What follows belongs to an exercise in optimizing a design on an open flow for small area and a short achievable clock period; a production flow would make more cautious choices. The RTL was checked by simulation tests, not by an equivalence proof against the original design. Power is estimated from default activity; no workload was simulated.

## run A
==> flow/design.v (excerpt) <==
module lc3_mem_responder #(
    parameter int ADDR_W      = 8,
    parameter int WAIT_CYCLES = 2
) (
    input  logic        clk,
    input  logic        rst,
    input  logic        rd,
    input  logic        wr,
    input  logic [15:0] addr,
    input  logic [15:0] din,
    output logic [15:0] dout,
    output logic        complete,
    output logic        busy
);
    localparam int DEPTH = 1 << ADDR_W;
    localparam int PAIRS = DEPTH / 2;
    localparam int HI_N  = 16;           
    localparam int LO_N  = PAIRS / HI_N;  
    function automatic logic pol(input logic e, input logic [1:0] c);
        pol = e ? !(c[1] ^ c[0]) : c[1];
    endfunction
    logic busy_r, s1_r, s2_r, complete_r;
    logic accept_s, last_s;
    assign accept_s = !busy_r && (rd || wr);
    assign last_s   = busy_r && !s1_r && !s2_r;
    always_ff @(posedge clk or negedge rst) begin
        if (!rst) begin
            busy_r     <= 1'b0;
            s1_r       <= 1'b0;
            s2_r       <= 1'b0;
            complete_r <= 1'b0;
        end else begin
            busy_r     <= accept_s || s1_r || s2_r;
            s1_r       <= accept_s;
            s2_r       <= s1_r;
            complete_r <= last_s;
        end
    end
    logic [HI_N-1:0] rhi_r;
    logic [LO_N-1:0] rlo_r;
    logic            ra0_r;
    logic [15:0]     data_r;
    logic            op_rd_r;
    always_ff @(posedge clk) begin
        if (!busy_r) begin
  ...
For scale: ~9,000 cells after synthesis, about 54 I/O pins, roughly 110,000 um^2 of cells after synthesis.
Settings: LEC_CHECK=0, CAP_MARGIN=20, CORE_MARGIN=2, CORE_UTILIZATION=55, CTS_BUF_LIST=sky130_fd_sc_hd__clkbuf_8, CTS_CLUSTER_DIAMETER=50, CTS_CLUSTER_SIZE=20, SETUP_SLACK_MARGIN=2.1, SLEW_MARGIN=20, SYNTH_MEMORY_MAX_BITS=8192; clock period 4.6 ns.
run.sh (not shown) runs the stock make flow with config.mk's settings and CLKGATE_MAP_FILE= SYNTH_SCRIPT=/design/flow/synth_recipe.tcl, a recipe that flattens the netlist after the stock synthesis.
Relative to run A, the following input files were edited for run B:
==> flow/config.mk <==
export PLATFORM = sky130hd
export DESIGN_NAME = lc3_mem_responder
export DESIGN_NICKNAME = lc3_mem_responder
export VERILOG_FILES = /design/flow/design.v
export SDC_FILE = /design/flow/constraint.sdc
export NUM_CORES = 4
export LEC_CHECK = 0
export CAP_MARGIN = 20
export CORE_MARGIN = 2
export CORE_UTILIZATION = 65
export CTS_CLUSTER_DIAMETER = 60
export CTS_CLUSTER_SIZE = 28
export SETUP_SLACK_MARGIN = 2.6
export SLEW_MARGIN = 20
export SYNTH_MEMORY_MAX_BITS = 8192
--- outcome ---
Per the comparison of run B with run A, H-tree level count shrank by 1, worst setup slack went up 0.28 ns, area share of buffers outside the clock network +4.3 points, routed wire length went up 27,000 um, synthesis-to-finish area growth went up 5.9 points.
Input changes introduced in run C (baseline for comparison: run B):
-- flow/config.mk --
<<< run B, line 10
export CORE_UTILIZATION = 65
export CTS_CLUSTER_DIAMETER = 60
export CTS_CLUSTER_SIZE = 28
export SETUP_SLACK_MARGIN = 2.6
export SLEW_MARGIN = 20
export SYNTH_MEMORY_MAX_BITS = 8192
>>> run C, line 10
export CORE_UTILIZATION = 65
export CTS_CLUSTER_DIAMETER = 60
export CTS_CLUSTER_SIZE = 24
export SETUP_SLACK_MARGIN = 2.2
export SLEW_MARGIN = 20
export SYNTH_MEMORY_MAX_BITS = 8192
### Flow results
On clock insertion delay at the later pin of the skew report, run C tracks run B almost exactly. Run C against run B: maximum cell stage delay along the critical path now larger, met3 demand-to-capacity share in global routing now sits lower. Run C vs run B — peak supply drop dropped by a few percent.
--- input diff run C..run D ---
-- flow/config.mk --
<<< run C, line 11
export CTS_CLUSTER_DIAMETER = 60
export CTS_CLUSTER_SIZE = 24
export SETUP_SLACK_MARGIN = 2.2
export SLEW_MARGIN = 20
export SYNTH_MEMORY_MAX_BITS = 8192
>>> run D, line 11
export CTS_CLUSTER_DIAMETER = 60
export CTS_CLUSTER_SIZE = 24
export SETUP_SLACK_MARGIN = 2.5
export SLEW_MARGIN = 20
export SYNTH_MEMORY_MAX_BITS = 8192
Findings:
- Looking at clock network power share across run D and run C, the one that comes out lower is run D.
- Comparing run D and run C, the lower setup slack was measured on run C.
- Summary of the comparison: final standard cell count with taps included and fillers excluded is higher in run D, relative to run C.
- Transition time of the tightest slew-check pin is higher on run C
- Run C -> run D: worst hold slack flat

separate check: timing with driven ports:
Ports are ideal in the flow. The routed layouts listed here were re-timed in OpenROAD.
Step 1: set_driving_cell puts a clkbuf_16 on clk and a buf_2 on each other input, an assumption about the parent block.
Step 2 moves the port delays by t, midway between the first and last clock arrival at a register: inputs arrive t later, outputs are due t later. That takes back most of the time a late clock gives input paths.
Slacks: ideal / step 1 / step 2; pairs: ideal / step 1.
run	t (ns)	setup slack, ns	worst setup path after step 2	worst register clock-pin slew, ns
run A	1.172	1.941 / 1.854 / 2.118	register to register	0.12 / 0.12
run B	0.968	2.220 / 2.126 / 2.290	register to register	0.11 / 0.11
run C	0.964	2.116 / 2.116 / 2.116	register to register	0.10 / 0.10
run D	0.968	2.225 / 2.132 / 2.274	register to register	0.10 / 0.10
After both steps every run listed still meets setup and hold.
